Context: an optimization exercise on an open-source flow, tuned for small area, a short achievable clock period and few clock cycles per item. The choices shown serve that exercise and are no tape-out recipe.
Only simulation tests tie the RTL to the original design; equivalence was not proved.

==> flow/design.v (excerpt) <==
module mandel_engine #(
    parameter int BITS      = 16,
    parameter int ITER_BITS = 7
) (
    input  logic                   clk,
    input  logic                   rst_n,
    input  logic                   in_valid,
    output logic                   in_ready,
    input  logic signed [BITS-1:0] in_x,
    input  logic signed [BITS-1:0] in_y,
    input  logic                   julia_mode,
    input  logic signed [BITS-1:0] julia_cx,
    input  logic signed [BITS-1:0] julia_cy,
    input  logic [ITER_BITS-1:0]   max_iter,
    input  logic                   abort,
    output logic                   out_valid,
    input  logic                   out_ready,
    output logic [ITER_BITS-1:0]   out_iter,
    output logic                   out_escaped,
    output logic                   busy
);
    logic run_q, done_q;
    logic [6:0] iter_q, lim_q;
    logic signed [15:0] cx_q, cy_q;
    logic [15:0] zxn_q, zyn_q, sxn_q, syn_q;
    logic [16:0] xn, yn;
    logic mesc;
    logic mesc_q, xh_q, yh_q, stop_q;
    mandel_dp u_dp (
        .zxn (zxn_q),
        .zyn (zyn_q),
        .cx  (cx_q),
        .cy  (cy_q),
        .xn  (xn),
        .yn  (yn),
        .mesc(mesc)
    );
    logic esc, fin, cyc, ckpt;
    assign esc  = mesc_q || (xh_q == zxn_q[15]) || (yh_q == zyn_q[15]);
    assign fin  = run_q && (esc || stop_q || cyc);
    assign cyc  = (zxn_q == sxn_q) && (zyn_q == syn_q) && (iter_q != '0);
    assign ckpt = ((iter_q & (iter_q - 7'd1)) == '0) || (iter_q[3:0] == '0);
    logic idle, accept;
  ...
==> flow/config.mk <==
export PLATFORM = sky130hd
export DESIGN_NAME = mandel_engine
export DESIGN_NICKNAME = mandel_engine
export VERILOG_FILES = /design/flow/design.v
export SDC_FILE = /design/flow/constraint.sdc
export NUM_CORES = 4
export LEC_CHECK = 0
export CAP_MARGIN = 20
export CORE_MARGIN = 2
export CORE_UTILIZATION = 70
export CTS_BUF_LIST = sky130_fd_sc_hd__clkbuf_8
export PLACE_DENSITY = 0.85
export SLEW_MARGIN = 20
export SYNTH_HIERARCHICAL = 1
export SYNTH_MINIMUM_KEEP_SIZE = 0
==> flow/constraint.sdc <==
create_clock -name core_clock -period 14.0 [get_ports {clk}]
set_input_delay 2.8000 -clock core_clock [delete_from_list [all_inputs] [get_ports {clk}]]
set_output_delay 2.8000 -clock core_clock [all_outputs]
set_load 0.01 [all_outputs]
standard.sh (not shown) runs the stock make flow with config.mk's settings and CLKGATE_MAP_FILE= SYNTH_SCRIPT=/design/flow/synth_recipe.tcl, a recipe that flattens the netlist after the stock synthesis.
==> flow/flow/run.sh <==
#!/bin/bash
# The standard layout (standard.sh), with the port buffers made from
# sky130_fd_sc_hd__buf_1 cells instead of the default choice of a delay
# buffer, and clock tree synthesis without dummy loads.
set -euo pipefail
export BUFFER_PORTS_ARGS="-buffer_cell sky130_fd_sc_hd__buf_1"
export CTS_ARGS="-sink_clustering_enable -repair_clock_nets -buf_list sky130_fd_sc_hd__clkbuf_8 -dont_use_dummy_load"
bash standard.sh > standard.log 2>&1
Testbench counts at the start, summed over its fixed seeds: cycles 84,151, points 2,048.
Rerun with:
--- a/flow/flow/run.sh
+++ b/flow/flow/run.sh
@@ -4 +4,2 @@
-# buffer, and clock tree synthesis without dummy loads.
+# buffer, clock tree synthesis without dummy loads, and gain-based buffering
+# of high-fanout nets after global placement (flow/gain.tcl).
@@ -7,0 +9 @@
+export POST_GLOBAL_PLACE_TCL="$(pwd)/flow/gain.tcl"
==> flow/flow/gain.tcl (new file) <==
# After global placement: gain-based buffering of high-fanout nets.
estimate_parasitics -placement
repair_design -buffer_gain 4.0 -verbose
- CORE_UTILIZATION: 70 -> 65
- PLACE_DENSITY: 0.85 -> 0.75
Effect: The changed run did not get past global placement. Synthesized area does not change. Synthesized cell count does not change.
Rerun with:
==> flow/flow/run.sh (replaced) <==
#!/bin/bash
# The standard layout (standard.sh), with the port buffers made from
# sky130_fd_sc_hd__buf_1 cells instead of the default choice of a delay
# buffer, and clock tree synthesis without dummy loads.
set -euo pipefail
export BUFFER_PORTS_ARGS="-buffer_cell sky130_fd_sc_hd__buf_1"
export CTS_ARGS="-sink_clustering_enable -repair_clock_nets -buf_list \"sky130_fd_sc_hd__clkbuf_2 sky130_fd_sc_hd__clkbuf_4 sky130_fd_sc_hd__clkbuf_8\" -dont_use_dummy_load"
bash standard.sh > standard.log 2>&1
removed: flow/flow/gain.tcl
Now the flow went through all stages and came out clean; area after synthesis stays the same; synthesized cell count does not change.
Rerun with:
--- a/flow/flow/run.sh
+++ b/flow/flow/run.sh
@@ -7 +7 @@
-export CTS_ARGS="-sink_clustering_enable -repair_clock_nets -buf_list \"sky130_fd_sc_hd__clkbuf_2 sky130_fd_sc_hd__clkbuf_4 sky130_fd_sc_hd__clkbuf_8\" -dont_use_dummy_load"
+export CTS_ARGS="-sink_clustering_enable -repair_clock_nets -buf_list sky130_fd_sc_hd__clkbuf_8 -dont_use_dummy_load"
- SLEW_MARGIN: 20 -> 65
Effect:
- The changed run finished clean
- clock-buffer cell count does not change
- core utilization came out higher by 0.23 points
- clock skew came out higher by 0.0054 ns
- routed wire length hardly moves
- via count stays the same
- first-iteration DRC count came out higher by 19%
- synthesized area stays the same
- final area came out higher by 0.33%
- synthesized cell count stays the same

* * *

mandel_engine, a different RTL version from the one above (not shown whole).
Size in the first run: ~120 flip-flops, about 88 I/O pins, roughly 0.018 mm^2 of cells after synthesis.
==> flow/config.mk <==
export PLATFORM = sky130hd
export DESIGN_NAME = mandel_engine
export DESIGN_NICKNAME = mandel_engine
export VERILOG_FILES = /design/flow/design.v
export SDC_FILE = /design/flow/constraint.sdc
export NUM_CORES = 4
export LEC_CHECK = 0
export CAP_MARGIN = 20
export CORE_MARGIN = 2
export CORE_UTILIZATION = 65
export CTS_BUF_LIST = sky130_fd_sc_hd__clkbuf_8
export GPL_TIMING_DRIVEN = 0
export PLACE_DENSITY = 0.8
export SLEW_MARGIN = 20
export SYNTH_HIERARCHICAL = 1
export SYNTH_MINIMUM_KEEP_SIZE = 0
==> flow/constraint.sdc <==
create_clock -name core_clock -period 14.0 [get_ports {clk}]
set_input_delay 2.8000 -clock core_clock [delete_from_list [all_inputs] [get_ports {clk}]]
set_output_delay 2.8000 -clock core_clock [all_outputs]
set_load 0.01 [all_outputs]
==> flow/flow/run.sh <==
#!/bin/bash
# The standard layout (standard.sh), with: the port buffers made from
# sky130_fd_sc_hd__buf_1 cells instead of the default choice of a delay
# buffer; clock tree synthesis without dummy loads; after global placement,
# registers with many loads upsized (flow/gain.tcl); after detailed
# placement, buffers with many loads upsized (flow/bufs.tcl).
set -euo pipefail
export BUFFER_PORTS_ARGS="-buffer_cell sky130_fd_sc_hd__buf_1"
export CTS_ARGS="-sink_clustering_enable -repair_clock_nets -buf_list sky130_fd_sc_hd__clkbuf_8 -dont_use_dummy_load"
export POST_GLOBAL_PLACE_TCL="$(pwd)/flow/gain.tcl"
export POST_DETAIL_PLACE_TCL="$(pwd)/flow/bufs.tcl"
bash standard.sh > standard.log 2>&1
==> flow/flow/bufs.tcl <==
# After detailed placement: buffers that drive many loads get a stronger
# drive of their own kind (buf_4 -> buf_8).
set n 0
foreach inst [get_cells *] {
  if {[get_property $inst ref_name] ne "sky130_fd_sc_hd__buf_4"} { continue }
  set o [get_pins -of_objects $inst -filter "direction == output"]
  set loads [llength [get_pins -of_objects [get_nets -of_objects $o] -filter "direction == input"]]
  if {$loads >= 16} {
    replace_cell $inst sky130_fd_sc_hd__buf_8
    incr n
  }
}
puts "bufs.tcl: upsized $n buffers"
==> flow/flow/gain.tcl <==
# After global placement: registers that drive many loads get the
# strongest drive of their own cell type (dfxtp_1 -> dfxtp_4).
set n 0
foreach inst [get_cells *] {
  if {[get_property $inst ref_name] ne "sky130_fd_sc_hd__dfxtp_1"} { continue }
  set q [get_pins -of_objects $inst -filter "direction == output"]
  set loads [llength [get_pins -of_objects [get_nets -of_objects $q] -filter "direction == input"]]
  if {$loads >= 8} {
    replace_cell $inst sky130_fd_sc_hd__dfxtp_4
    incr n
  }
}
puts "gain.tcl: upsized $n registers"
The first run completed with no timing, DRC or antenna violations.
Testbench counts at the start, summed over its fixed seeds: cycles 83,179, points 2,048.
Rerun with:
- GPL_TIMING_DRIVEN: 0 -> not set
- PLACE_DENSITY: 0.8 -> 0.85
=> Critical path depth came out higher by 3; wire length came out lower by 7.0%; area after synthesis does not change; cell count came out lower by 3.5%; utilization hardly moves; setup slack improved by 0.98 ns; final area is about the same; die area does not change; hold slack improved by 0.075 ns; non-clock buffer count came out lower by 77.
Rerun with:
==> flow/flow/run.sh (replaced) <==
#!/bin/bash
# The standard layout (standard.sh), with the port buffers made from
# sky130_fd_sc_hd__buf_1 cells instead of the default choice of a delay
# buffer, and clock tree synthesis without dummy loads.
set -euo pipefail
export BUFFER_PORTS_ARGS="-buffer_cell sky130_fd_sc_hd__buf_1"
export CTS_ARGS="-sink_clustering_enable -repair_clock_nets -buf_list sky130_fd_sc_hd__clkbuf_8 -dont_use_dummy_load"
bash standard.sh > standard.log 2>&1
- PLACE_DENSITY: 0.85 -> 0.75
removed: flow/flow/bufs.tcl
removed: flow/flow/gain.tcl
Sequential share of layout area hardly moves.
First-iteration DRC count goes down by about 24%.
Hold slack improves by 0.032 ns.
Setup slack degrades by 0.15 ns.
Core utilization goes down by 0.88 points.
Rerun with:
==> flow/flow/run.sh (replaced) <==
#!/bin/bash
# The standard layout (standard.sh), with the port buffers made from
# sky130_fd_sc_hd__buf_1 cells instead of the default choice of a delay
# buffer, clock tree synthesis without dummy loads, and gain-based buffering
# of high-fanout nets after global placement (flow/gain.tcl) and after
# detailed placement (flow/bufs.tcl).
set -euo pipefail
export BUFFER_PORTS_ARGS="-buffer_cell sky130_fd_sc_hd__buf_1"
export CTS_ARGS="-sink_clustering_enable -repair_clock_nets -buf_list sky130_fd_sc_hd__clkbuf_8 -dont_use_dummy_load"
export POST_GLOBAL_PLACE_TCL="$(pwd)/flow/gain.tcl"
export POST_DETAIL_PLACE_TCL="$(pwd)/flow/bufs.tcl"
bash standard.sh > standard.log 2>&1
==> flow/flow/bufs.tcl (new file) <==
# After detailed placement: buffers that drive many loads get a stronger
# drive of their own kind (buf_4 -> buf_8).
set n 0
foreach inst [get_cells *] {
  if {[get_property $inst ref_name] ne "sky130_fd_sc_hd__buf_4"} { continue }
  set o [get_pins -of_objects $inst -filter "direction == output"]
  set loads [llength [get_pins -of_objects [get_nets -of_objects $o] -filter "direction == input"]]
  if {$loads >= 16} {
    replace_cell $inst sky130_fd_sc_hd__buf_8
    incr n
  }
}
puts "bufs.tcl: upsized $n buffers"
==> flow/flow/gain.tcl (new file) <==
# After global placement: registers that drive many loads get the
# strongest drive of their own cell type (dfxtp_1 -> dfxtp_4).
set n 0
foreach inst [get_cells *] {
  if {[get_property $inst ref_name] ne "sky130_fd_sc_hd__dfxtp_1"} { continue }
  set q [get_pins -of_objects $inst -filter "direction == output"]
  set loads [llength [get_pins -of_objects [get_nets -of_objects $q] -filter "direction == input"]]
  if {$loads >= 8} {
    replace_cell $inst sky130_fd_sc_hd__dfxtp_4
    incr n
  }
}
puts "gain.tcl: upsized $n registers"
- CORE_UTILIZATION: 65 -> 70
- PLACE_DENSITY: 0.75 -> 0.8
Effect: Worst setup slack improved by 0.027 ns. Area after synthesis does not change. Non-clock buffer count came out lower by 1. First-iteration DRC count came out higher by roughly a tenth. Cell count came out lower by a few percent. Wire length is about the same. Sequential share of layout area barely changes.

## separate check: timing with driven ports
Ports are ideal in the flow. The routed layouts listed here were re-timed in OpenROAD. Step 1 assumes that a clkbuf_16 drives the clock port and a buf_2 every other input. Step 2 also shifts input and output timing later by t, the mid clock arrival at the registers, as if the neighbouring blocks saw the same clock. Three values: ideal, step 1, step 2; two values: the first two.
| run | t, ns | setup WS [ns] | hold WS [ns] | latest minus earliest clock arrival (ns) | slew at the worst register clock pin (ns) |
|---|---|---|---|---|---|
| the first run of note 1 | 0.487 | 7.722 / 7.722 / 7.722 | 0.518 / 0.518 / 0.518 | 0.026 / 0.026 | 0.08 / 0.08 |
| the third run of note 1 | 0.487 | 7.816 / 7.816 / 7.816 | 0.509 / 0.509 / 0.509 | 0.028 / 0.028 | 0.08 / 0.08 |
| the fourth run of note 1 | 0.490 | 7.834 / 7.834 / 7.834 | 0.508 / 0.508 / 0.508 | 0.034 / 0.033 | 0.08 / 0.08 |
| the first run of note 2 | 0.501 | 6.867 / 6.867 / 6.867 | 0.463 / 0.463 / 0.463 | 0.042 / 0.042 | 0.10 / 0.10 |
| the second run of note 2 | 0.499 | 7.851 / 7.851 / 7.851 | 0.537 / 0.537 / 0.537 | 0.022 / 0.022 | 0.08 / 0.08 |
| the third run of note 2 | 0.498 | 7.703 / 7.703 / 7.703 | 0.569 / 0.569 / 0.569 | 0.029 / 0.030 | 0.09 / 0.09 |
| the fourth run of note 2 | 0.486 | 7.731 / 7.731 / 7.731 | 0.548 / 0.548 / 0.548 | 0.032 / 0.031 | 0.09 / 0.09 |
After both steps every run listed still meets setup and hold.
